This design comes from an exercise in tuning for small area and a short achievable clock period on the open sky130 flow, not from production work.
RTL that was checked went through simulation tests only; none was proved equivalent to the original.
No activity file was given, so power comes from the tool's default toggle rates.

## book_top
module book_top #(
  parameter int ENTRIES_N = book_cfg_pkg::DEF_ENTRIES_N,
  parameter bit IS_BID = book_cfg_pkg::DEF_IS_BID
) (
  input  logic                     i_clk,
  input  logic                     i_rst_n,
  input  logic                     i_cmd_vld,
  input  book_types_pkg::cmd_t                     i_cmd,
  input  book_types_pkg::key_t                     i_key,
  input  book_types_pkg::volume_t                  i_volume,
  output logic [ENTRIES_N-1:0]     o_vld,
  output book_types_pkg::key_t [ENTRIES_N-1:0]     o_keys,
  output book_types_pkg::volume_t [ENTRIES_N-1:0]  o_volumes,
  output book_types_pkg::listsize_t                o_listsize,
  output logic                     o_notify_vld,
  output book_types_pkg::key_t                     o_notify_key,
  output book_types_pkg::volume_t                  o_notify_volume
);
Size: ~600 I/O pins, about 29000 um2 of cells after synthesis.
Settings: LEC_CHECK=0, CAP_MARGIN=20, CORE_MARGIN=2, CORE_UTILIZATION=40, CTS_BUF_LIST=sky130_fd_sc_hd__clkbuf_8, CTS_CLUSTER_DIAMETER=60, CTS_CLUSTER_SIZE=20, SETUP_SLACK_MARGIN=2.0, SLEW_MARGIN=20, SYNTH_HIERARCHICAL=1, TNS_END_PERCENT=10; clock period 5.5 ns.
standard.sh (not shown) runs the stock make flow with config.mk's settings and CLKGATE_MAP_FILE= SYNTH_SCRIPT=/design/flow/synth_recipe.tcl, a recipe that flattens the netlist after the stock synthesis.
==> flow/flow/run.sh <==
#!/bin/bash
# Standard layout, with the smallest buffer on every input and output port
set -e
export BUFFER_PORTS_ARGS="-buffer_cell sky130_fd_sc_hd__buf_1"
bash standard.sh > standard.log 2>&1
Edit:
- CORE_UTILIZATION: 40 -> 55
- CTS_CLUSTER_DIAMETER: 60 -> default
- TNS_END_PERCENT: 10 -> default
Result: Clock skew fell by 3.9 ps. Global-route usage rose by 7.8 points. Synthesized area does not change.
Edit:
- CORE_UTILIZATION: 55 -> 40
- CTS_BUF_LIST: sky130_fd_sc_hd__clkbuf_8 -> default
- CTS_CLUSTER_SIZE: 20 -> default
The changed run finished with timing, DRC and antenna clean.
Via count decreases by 0.48%.
Critical path depth shrinks by 10.
Cell count rises by about 5.4%.
Sequential share of layout area is lower by 1.2 points.
Wire length climbs by 10%.
Die area rose by about 37%.
Area after synthesis does not change.
Global-route usage is lower by 7.5 points.
Clock power climbs by 24%.
Edit:
- CORE_UTILIZATION: 40 -> 55
- TNS_END_PERCENT: default -> 10
=>
- die area drops by 27%
- total power drops by 6.3%
- sequential power is about the same
- area after synthesis is unchanged
- final area drops by 4.2%
- setup slack gets worse by 180 ps

========
book_top, a different RTL version from the one above (not shown whole).
Size: roughly 3,900 cells after synthesis, about 600 I/O pins.
export LEC_CHECK = 0
export CAP_MARGIN = 20
export CORE_MARGIN = 2
export CORE_UTILIZATION = 40
export SETUP_SLACK_MARGIN = 2.0
export SLEW_MARGIN = 20
export SYNTH_HIERARCHICAL = 1
export TNS_END_PERCENT = 10
create_clock -name core_clock -period 5.5 [get_ports {i_clk}]
Scripts as last shown in full above: flow/flow/run.sh
Next try:
- SETUP_SLACK_MARGIN: 2.0 -> 2.5
Result: Sequential share of layout area shrinks by 2.0 points. Hold slack got worse by 4.8 ps. Global-route usage grows by 0.96 points. Clock power shrinks by 4.1%. Final cell count grows by 2.5%. Synthesized cell count is unchanged. Combinational power grows by 5.8%. Utilization grows by 3.8 points. Cell area grows by 7.5%. Sequential power grows by about 1%.
Function was not checked in any run of this note: the RTL went through the layout flow alone.

========
== juniper ==
book_top with an RTL version that a note above also has.
Size: about 3600 cells after synthesis, ~600 I/O pins, ~29000 um2 of cells after synthesis.
Settings: LEC_CHECK=0, CAP_MARGIN=20, CORE_MARGIN=2, CORE_UTILIZATION=40, SETUP_SLACK_MARGIN=2.5, SLEW_MARGIN=20, SYNTH_HIERARCHICAL=1, TNS_END_PERCENT=10; clock period 5.5 ns.
Scripts as last shown in full above: flow/flow/run.sh
juniper: done, clean on timing, DRC and antenna
Input changes introduced in harbor (baseline for comparison: juniper):
--- a/flow/config.mk
+++ b/flow/config.mk
@@ -10,3 +10,3 @@
 export CORE_UTILIZATION = 40
-export SETUP_SLACK_MARGIN = 2.5
+export SETUP_SLACK_MARGIN = 2.0
 export SLEW_MARGIN = 20
Notes after the runs:
In summary, harbor completed successfully, with a layout that passed the timing, DRC and antenna checks.
harbor vs juniper — multi-input gate share of the layout cell area rose 0.57 points.
Relative to juniper, clock network fraction of total power has increased by 1.3 points in harbor.
Summary of the comparison: setup fix buffers added after clock tree synthesis is lower in harbor, relative to juniper.

========
run a:
Another version of the RTL of book_top (not shown whole).
Size: about 3400 cells after synthesis, ~28000 sq um of cells after synthesis.
export LEC_CHECK = 0
export CAP_MARGIN = 20
export CORE_MARGIN = 2
export CORE_UTILIZATION = 40
export SETUP_SLACK_MARGIN = 1.0
export SLEW_MARGIN = 20
export SYNTH_HIERARCHICAL = 1
create_clock -name core_clock -period 5.5 [get_ports {i_clk}]
Scripts as last shown in full above: flow/flow/run.sh
Run a ended with every stage complete and zero timing, DRC or antenna violations.
Here is what was changed in the inputs of run b compared with run a.
diff --git a/flow/config.mk b/flow/config.mk
--- a/flow/config.mk
+++ b/flow/config.mk
@@ -10,3 +10,3 @@
 export CORE_UTILIZATION = 40
-export SETUP_SLACK_MARGIN = 1.0
+export SETUP_SLACK_MARGIN = 2.0
 export SLEW_MARGIN = 20
==> comparison <==
Taking run a as the reference, in run b fraction of area in registers lower, final standard cell utilization of the core increased 9.4 points, fraction of area in clock buffers and inverters lost 0.83 points.
Switching part of the total is lower on run a
Internal power summed over all cells (run b / run a): 1.07
From run a to run b the numbers moved as follows: clock period minus final worst setup slack has decreased, cell area has increased.
Function was not checked in any run of this note: the RTL went through the layout flow alone.

========
book_top, a different RTL version from the one above (not shown whole).
Design book_top, start of the top module:
module book_top #(
  parameter int ENTRIES_N = book_cfg_pkg::DEF_ENTRIES_N,
  parameter bit IS_BID = book_cfg_pkg::DEF_IS_BID
) (
  input  logic                     i_clk,
  input  logic                     i_rst_n,
  input  logic                     i_cmd_vld,
  input  book_types_pkg::cmd_t                     i_cmd,
  input  book_types_pkg::key_t                     i_key,
  input  book_types_pkg::volume_t                  i_volume,
  output logic [ENTRIES_N-1:0]     o_vld,
  output book_types_pkg::key_t [ENTRIES_N-1:0]     o_keys,
  output book_types_pkg::volume_t [ENTRIES_N-1:0]  o_volumes,
  output book_types_pkg::listsize_t                o_listsize,
  output logic                     o_notify_vld,
  output book_types_pkg::key_t                     o_notify_key,
  output book_types_pkg::volume_t                  o_notify_volume
);
  localparam int N = 16;
  logic op_clr, op_add, op_del, op_rep;
  assign op_clr = i_cmd_vld && (i_cmd == book_types_pkg::CMD_CLEAR);
  assign op_add = i_cmd_vld && (i_cmd == book_types_pkg::CMD_ADD);
  assign op_del = i_cmd_vld && (i_cmd == book_types_pkg::CMD_DELETE);
  assign op_rep = i_cmd_vld && (i_cmd == book_types_pkg::CMD_REPLACE);
  logic add_n, del_n, rep_n;
  assign add_n = ~op_add;
  assign del_n = ~op_del;
  assign rep_n = ~op_rep;
  logic [N-1:0] vld_n;
  assign vld_n = ~o_vld;
  book_types_pkg::key_t key_n;
  assign key_n = ~i_key;
  logic [N-1:0] dv_n, rv_n;
  assign dv_n = ~({N{op_del}} & o_vld);
  assign rv_n = ~({N{op_rep}} & o_vld);
  logic [N-1:0] rv;
  assign rv = {N{op_rep}} & o_vld;
  logic [N-1:0] gt_n, eq, ge, keep, keep_n, dm, r_rep;
  logic [1:0] eq8_n [N];
  for (genvar i = 0; i < N; i++) begin : g_cmp
    book_match u_cmp (.i_key_stored(o_keys[i]), .i_key_n(key_n),
                      .o_gt_n(gt_n[i]), .o_eq8_n(eq8_n[i]));
    book_g_a221oi u_keep   (.a1(gt_n[i]), .a2(eq8_n[i][0]), .b1(gt_n[i]), .b2(eq8_n[i][1]),
                            .c(vld_n[i]), .y(keep[i]));
    book_g_o21ai  u_ge     (.a1(eq8_n[i][0]), .a2(eq8_n[i][1]), .b(gt_n[i]), .y(ge[i]));
    book_g_nand2  u_keep_n (.a(o_vld[i]), .b(ge[i]), .y(keep_n[i]));
    book_g_nor2   u_eq  (.a(eq8_n[i][0]), .b(eq8_n[i][1]), .y(eq[i]));
  ...
clock: 5.5 ns
lec_check: 0
cap_margin: 20
core_margin: 2
core_utilization: 40
cts_buf_list: sky130_fd_sc_hd__clkbuf_8
cts_cluster_diameter: 50
cts_cluster_size: 16
setup_slack_margin: 2.2
slew_margin: 20
synth_hierarchical: 1
tns_end_percent: 10
Scripts as last shown in full above: flow/flow/run.sh
Edit:
- SETUP_SLACK_MARGIN: 2.2 -> 2.0
The new run passed the timing, DRC and antenna checks.
Setup slack degrades by 0.13 ns.
First-iteration DRC count shrinks by 2.3%.
Power shrinks by about 1%.
Non-clock buffer count shrinks by 84.
Register-to-register slack degrades by 0.07 ns.
Fmax shrinks by about 3.6%.
Synthesized area is unchanged.
No functional check of the RTL was part of any run of this note.

separate check: timing with driven ports:
How much do the figures lean on ideal ports? The routed layouts below were timed once more, with nothing changed but the port constraints. Step 1, drivers: a clkbuf_16 drives i_clk and a buf_2 each remaining input, both assumed. Step 2 moves the port delays by t, midway between the first and last clock arrival at a register: inputs arrive t later, outputs are due t later. That takes back most of the time a late clock gives input paths. Slacks: ideal / step 1 / step 2; pairs: ideal / step 1.
run	t (ns)	setup WS [ns]	worst setup path at the end	worst slew at a driven data input, ns	pins driven straight from the clock port
the first run of note 1	0.777	1.946 / 1.878 / 1.315	input to register	0.04	1
the second run of note 1	0.772	1.953 / 1.987 / 1.218	input to register	0.05	1
the third run of note 1	0.678	2.046 / 1.972 / 1.428	input to register	0.04	1
the fourth run of note 1	0.715	1.869 / 1.801 / 1.295	input to register	0.05	1
the first run of note 2	0.675	2.007 / 1.995 / 1.321	input to register	0.08	1
the second run of note 2	0.676	2.281 / 2.305 / 1.628	input to register	0.07	1
juniper	0.675	2.081 / 2.016 / 1.407	input to register	0.09	1
harbor	0.674	2.010 / 1.941 / 1.464	input to register	0.04	1
run a	0.688	1.007 / 1.051 / 0.363	input to register	0.05	1
run b	0.683	1.541 / 1.563 / 0.880	input to register	0.05	1
the first run of note 5	0.768	2.079 / 2.010 / 1.434	input to register	0.05	1
the second run of note 5	0.758	1.951 / 1.887 / 1.308	input to register	0.05	1
After both steps every run listed still meets setup and hold. The setup slack of the second run of note 1, which loses most, moves by +0.034 ns with the drivers and by -0.735 ns with both steps.
